This is an optimization exercise on Yosys and OpenROAD, whose aim is small area and a short achievable clock period, not a production implementation.
Function not checked in this run: the RTL went through the layout flow alone.
No activity file was given, so power comes from the tool's default toggle rates.

==> flow/design.v <==
module dmem_sized #(
    parameter int DEPTH   = 64,
    parameter int LATENCY = 1,
    parameter int AW      = 32
) (
    input  logic          clk,
    input  logic          reset,
    input  logic          req,
    input  logic          we,
    input  logic [1:0]    size,
    input  logic          uns,
    input  logic [AW-1:0] addr,
    input  logic [31:0]   wd,
    output logic [31:0]   rd,
    output logic          stall,
    output logic          done,
    output logic          misalign
);
    localparam int IW = $clog2(DEPTH);
    logic             b1, b2, done_q, pw;
    logic             busy_q;      
    logic             open_q;      
    logic             idle;
    logic             legal;
    logic             accept;
    logic             l_we, l_uns;
    logic [1:0]       l_size;
    logic [IW+1:0]    l_addr;
    logic [31:0]      l_wd;
    logic [31:0]      rd_q;
    logic [3:0]       keep;
    logic [DEPTH-1:0] row;
    logic [DEPTH-1:0] wsel, whld;
    logic [31:0]      mem [0:DEPTH-1];
    logic [31:0]      mem_d [0:DEPTH-1];
    logic [31:0]      rword;
    logic [31:0]      ldata;
    logic             unused_addr_hi;
    assign unused_addr_hi = ^addr[AW-1:IW+2];
    assign legal  = (size == 2'b00) | ((size == 2'b01) & ~addr[0]) |
                    ((size == 2'b10) & (addr[1:0] == 2'b00));
    assign idle   = ~b1 & ~b2;
    assign accept = open_q & req & legal;
    assign rd       = rd_q;
    assign done     = done_q;
    assign stall    = busy_q | (open_q & req & legal);
    assign misalign = open_q & req & ~legal;
    always_ff @(posedge clk) begin
        if (reset) begin
            b1     <= 1'b0;
            b2     <= 1'b0;
            done_q <= 1'b0;
            pw     <= 1'b0;
            busy_q <= 1'b0;
            open_q <= 1'b1;
        end else begin
            b1     <= accept;
            b2     <= b1;
            done_q <= b2;
            pw     <= b2 & l_we;
            busy_q <= accept | b1;
            open_q <= ~accept & ~b1 & ~b2;
        end
    end
    always_comb begin
        keep = 4'b0000;
        if (l_we)
            case (l_size)
                2'b00:   keep = 4'b0001 << l_addr[1:0];
                2'b01:   keep = l_addr[1] ? 4'b1100 : 4'b0011;
                default: keep = 4'b1111;
            endcase
    end
    always_ff @(posedge clk) begin
        if (idle) begin
            l_we   <= we;
            l_uns  <= uns;
            l_size <= size;
            l_addr <= addr[IW+1:0];
            case (size)
                2'b00:   l_wd <= {4{wd[7:0]}};
                2'b01:   l_wd <= {2{wd[15:0]}};
                default: l_wd <= wd;
            endcase
        end else if (b1) begin
            for (int i = 0; i < 4; i++)
                if (!keep[i]) l_wd[8*i +: 8] <= rword[8*i +: 8];
        end
    end
    always_comb
        for (int w = 0; w < DEPTH; w++)
            row[w] = (l_addr[IW+1:2] == IW'(w));
    for (genvar i = 0; i < 32; i++) begin : g_rcol
        logic [DEPTH-1:0] col;
        for (genvar w = 0; w < DEPTH; w++) begin : g_c
            assign col[w] = mem[w][i];
        end
        dmem_sized_rcol #(.N(DEPTH)) u_rcol (.d(col), .s(row), .y(rword[i]));
    end
    always_comb begin
        logic [7:0]  b;
        logic [15:0] h;
        case (l_addr[1:0])
            2'd0:    b = l_wd[7:0];
            2'd1:    b = l_wd[15:8];
            2'd2:    b = l_wd[23:16];
            default: b = l_wd[31:24];
        endcase
        h = l_addr[1] ? l_wd[31:16] : l_wd[15:0];
        case (l_size)
            2'b00:   ldata = l_uns ? {24'd0, b} : {{24{b[7]}}, b};
            2'b01:   ldata = l_uns ? {16'd0, h} : {{16{h[15]}}, h};
            default: ldata = l_wd;
        endcase
    end
    always_ff @(posedge clk) begin
        if (reset)              rd_q <= 32'd0;
        else if (b2 && !l_we)   rd_q <= ldata;
    end
    assign wsel = row & {DEPTH{pw}};
    assign whld = ~wsel;
    for (genvar w = 0; w < DEPTH; w++) begin : g_word
        for (genvar i = 0; i < 32; i++) begin : g_bit
            dmem_sized_hold u_nx (.q(mem[w][i]), .h(whld[w]), .s(wsel[w]), .d(l_wd[i]),
                                  .y(mem_d[w][i]));
        end
        always_ff @(posedge clk) mem[w] <= mem_d[w];
    end
endmodule
module dmem_sized_hold (
    input  logic q,
    input  logic h,
    input  logic s,
    input  logic d,
    output logic y
);
    assign y = (q & h) | (d & s);
endmodule
module dmem_sized_rcol #(
    parameter int N = 64
) (
    input  logic [N-1:0] d,
    input  logic [N-1:0] s,
    output logic         y
);
    localparam int G3 = N / 3;             
    localparam int R  = N - 3 * G3;        
    localparam int G  = G3 + (R != 0);     
    localparam int G4 = (G + 3) / 4;       
    logic [4*G4-1:0] gn;                   
    logic [G4-1:0]   t;                    
    if (4 * G4 > G) begin : g_pad
        assign gn[4*G4-1:G] = '1;
    end
    for (genvar g = 0; g < G3; g++) begin : g_aoi
        dmem_sized_aoi3 u_aoi (.a(d[3*g]), .sa(s[3*g]), .b(d[3*g+1]), .sb(s[3*g+1]),
                               .c(d[3*g+2]), .sc(s[3*g+2]), .y(gn[g]));
    end
    if (R == 1) begin : g_r1
        assign gn[G3] = ~(d[N-1] & s[N-1]);
    end else if (R == 2) begin : g_r2
        assign gn[G3] = ~((d[N-2] & s[N-2]) | (d[N-1] & s[N-1]));
    end
    for (genvar k = 0; k < G4; k++) begin : g_nand
        assign t[k] = ~&gn[4*k +: 4];
    end
    assign y = |t;
endmodule
module dmem_sized_aoi3 (
    input  logic a,
    input  logic sa,
    input  logic b,
    input  logic sb,
    input  logic c,
    input  logic sc,
    output logic y
);
    assign y = ~((a & sa) | (b & sb) | (c & sc));
endmodule
==> flow/run.sh <==
#!/bin/bash
# synth_recipe.tcl (not shown) runs the flow's synth.tcl, then flattens the netlist and writes it again
# the make line also repeats each setting of config.mk as NAME=value (left out here)
make -C /OpenROAD-flow-scripts/flow DESIGN_CONFIG=/design/flow/config.mk WORK_HOME=/design/flow/orfs CLKGATE_MAP_FILE= SYNTH_SCRIPT=/design/flow/synth_recipe.tcl finish
==> flow/config.mk <==
export PLATFORM = sky130hd
export DESIGN_NAME = dmem_sized
export DESIGN_NICKNAME = dmem_sized
export VERILOG_FILES = /design/flow/design.v
export SDC_FILE = /design/flow/constraint.sdc
export NUM_CORES = 4
export LEC_CHECK = 0
export CAP_MARGIN = 20
export CORE_MARGIN = 2
export CORE_UTILIZATION = 60
export CTS_BUF_LIST = sky130_fd_sc_hd__clkbuf_8
export CTS_CLUSTER_SIZE = 30
export SETUP_SLACK_MARGIN = 1.5
export SLEW_MARGIN = 20
export SYNTH_HIERARCHICAL = 1
==> flow/constraint.sdc <==
create_clock -name core_clock -period 4.5 [get_ports {clk}]
set_input_delay 0.9000 -clock core_clock [delete_from_list [all_inputs] [get_ports {clk}]]
set_output_delay 0.9000 -clock core_clock [all_outputs]
set_load 0.01 [all_outputs]
==> results.txt <==
## synthesized netlist by cell type (all sizes together), types with 8 or more instances
cell type     n  area [um2]
nand4       129         807
mux2i        32         320
nand3        39         195
a21oi        20         100
inv          67         251
clkbuf       36         135
nand2b       15        93.8
a222oi      672        6730
nor2b        11        68.8
o21ai        28         140
a221oi        8        82.6
dfxtp      2086       41800
a22o       2055       18000
nor2        120         453
nor4         33         206
a211oi       57         478
nand2       216         811
edfxtp       44        1320
buf          13        75.1
## final cells by class
class	count	area (um2)	share of cell area
Sequential cell	2130	43100	0.495
Multi-Input combinational cell	3500	30000	0.344
Clock buffer	418	5750	0.0661
Timing Repair Buffer	535	5010	0.0576
Tap cell	1612	2020	0.0232
Clock inverter	148	835	0.00959
Inverter	69	349	0.00401
Timing Repair inverter	3	20.0	0.000230
Antenna cell	5	12.5	0.000144
## worst paths after layout
kind          startpoint          end  slack (ps)
min reg2reg  mem[63][23]  mem[63][23]         480
max reg2reg    l_addr[7]      l_wd[4]         610
min              addr[0]    l_addr[0]         330
max            l_addr[7]      l_wd[4]         610
## registers in the layout, indices dropped and copies added, names as in the netlist
name    cells
mem      2048
l_wd       32
rd_q       32
l_addr      8
l_size      2
b1          1
b2          1
busy_q      1
done_q      1
l_uns       1
l_we        1
open_q      1
pw          1
## metrics by stage
step / std cells / utilization
finish: 8420 / 0.726
global route: 8416 / 0.726
CTS: 8369 / 0.720
detailed placement: 7687 / 0.649
global placement: 7684 / 0.648
floorplan: 5724 / -
## critical path, delay by kind of cell (launching register included)
kind | cells | cell delay (ps)
buffers and inverters | 3 | 500
and+or+nand+nor | 7 | 1930
DFF | 1 | 540
AOI/OAI and AO/OA | 1 | 620
## power breakdown
| part | internal, uW | switching [uW] |
|---|---|---|
| clock | 8820 | 7520 |
| sequential | 19100 | 192 |
| combinational | 479 | 1530 |
## modules after synthesis (local to each module, per instance), excerpt
module	flops+latches	copies in the design
dmem_sized_aoi3	0	672
dmem_sized_hold	0	2048
dmem_sized	2130	1
## per-layer routing
layer  vias to the layer above  part of all wire
met5                         -           0.00039
met1                     32000              0.37
li1                      26700                 -
met2                      4939              0.41
met3                       967              0.15
met4                         6             0.066
## what timing repair did
action / in CTS / in global routing
resized for setup: 218 / 79
setup endpoints to repair: 342 / 839
pin swaps: 143 / 62
setup buffers: 88 / 38
cloned: 28 / 7
## logic make-up after synthesis
kind of cell | after synthesis | share of synthesized area
mux | 33 | 0.00474
compound gates | 2862 | 0.355
buf+inv | 118 | 0.00649
simple gates | 581 | 0.0379
flops | 2130 | 0.596
==> summary.md <==
| Metric | Value |
|---|---|
| Synth unique cells | 41 |
| Pwr/cell area | 433 nW/um2 |
| Routed via count | 64500 |
| Crit-path max cell delay | 720 ps |
| Final Hold Viols | 0 |
| Synthesized instance count | 5724 |
| Design area | 87000 um2 |
| Post-synthesis async set-or-reset flop share | 0 |
| Min-Delay Path Class | in2reg |
| Die area | 123000 um2 |
| DR iter-0 viols | 12100 |
| Most frequent cells in the layout | dfxtp_1, a22o_1, a222oi_1 |
| DR WL/cell | 34.1 um |
| Placement Cell Area | 77700 um2 |
| 1st-pass router iterations | 11 |
| Die Ht | 351 um |
| Clock transition at path regs | 60 ps |
| Max rail drop VDD | 414 uV |
| Number of enable flip-flop cells after synthesis | 44 |
| DIE WIDTH | 351 um |
| Longest Clk Path Bufs | 4 |
| Fin nets | 6651 |
| DR vias/cell | 7.66 |
| Final critical-path share of the clock period | 0.864 |
| Fillers | 8599 |
| Leakage power | 0.0340 uW |
| DRT Wirelength | 287 mm |
| CP Launch Type | flip-flop |
| Maxcap violations | 0 |
| CTS HTree Levels | 5 |
| Hold buffers post-CTS | 0 |
| Root Buffer | clkbuf_8 |
| Skew final | 42.4 ps |
| Largest net degree at the start of global routing | 69 |
| Remaining antenna violation count after routing | 0 |
| Sequential area share after synthesis | 0.596 |
| Standard-cell rows | 127 |
| Global route overflow | 0 |
| GR peak layer | met2 |
| Slowest stage cell, crit path | nor4_4 |
| Critical path peak fanout | 7 |
| Max Transition Viols Final | 0 |
| Latest clock arrival within the worst-skew pair | 1060 ps |
| Met2 Use GR | 0.616 |
| Worst Max-Slew Pin Slew | 1200 ps |
| Vias in the first global route | 60500 |
| Setup TNS | 0 ps |
| CP arrival | 4660 ps |
| Clock Sinks | 2130 |
| Critical path data required time | 5270 ps |
| RSZ-0062 raised after global routing | true |
| Initial antenna violation count | 6 |
| Syn Nets | 5795 |
| Setup crit end kind | flip-flop |
| CTS tree | yes |
| Total power | 37700 uW |
| First-pass GRT wire length | 410 mm |
| Crit path time final | 3890 ps |
| Synthesized area per cell | 12.6 um2 |
| Core Area | 120000 um2 |
| Final Wtd Congestion | 0.983 |
| Cell Chain, Critical Path | nand2_8 -> buf_6 -> nor2_4 -> buf_6 -> a222oi_1 -> nand4_1 -> nor4_4 -> buf_4 -> nand2_4 -> nand2_2 -> nand2_1 |
| #FFs+latches synth | 2130 |
| Share of cells above drive strength 1 | 0.167 |
| Post-synth top flop | dfxtp_1 |
| Top Ports | 106 |
| Worst r2r path cells | 11 |
| Drt drc | 0 |
| Commonest non-fill, non-tap cell in the layout | dfxtp_1 |
| F_max | 257 MHz |
| M3 GR Usage | 0.170 |
| Crit Path Category | reg2reg |
| Warnings, synthesis | 10 |
| Area Overhead vs Synth | 20.3% |
| Final worst slack | 614 ps |
| Met1 usage | 0.585 |
| Synth Cell Area | 72300 um2 |
| Outcome | timing/DRC/antenna clean |
| Setup Viol. Count Final | 0 |
| Slew margin rel. | 0.199 |
| Dpl hpwl | 160 mm |
| Total track usage | 0.446 |
| Dpl ws | 276 ps |
| Cts bufs inserted | 341 |
| Hold Worst Slack | 325 ps |
| Most Frequent Cell on Critical Path | buf_6 |
| Hold depth | 1 |
| PortBufs | 81 |
| Initial core utilization | 0.604 |

-- re-timing with driven ports --
The results above use ideal ports. As a check the final layout listed here was re-extracted and re-timed, cells and wires unchanged. Step 1 sets driving cells, clkbuf_16 on the clock port and buf_2 on the other inputs (assumed; they add their load-dependent delay and slew). Step 2 times the ports against the registers' clock, not the clock port: input delays grow and output delays shrink by t, the midpoint of the rising clock arrivals with the driver on. Slacks: ideal / step 1 / step 2; pairs: ideal / step 1.
t (ns): 1.121
slack for setup (ns): 0.614 / 0.614 / 0.614
pins driven straight from the clock port: 1
After both steps this run still meets setup and hold. The setup slack of this run moves by 0.000 ns with the drivers and by 0.000 ns with both steps.
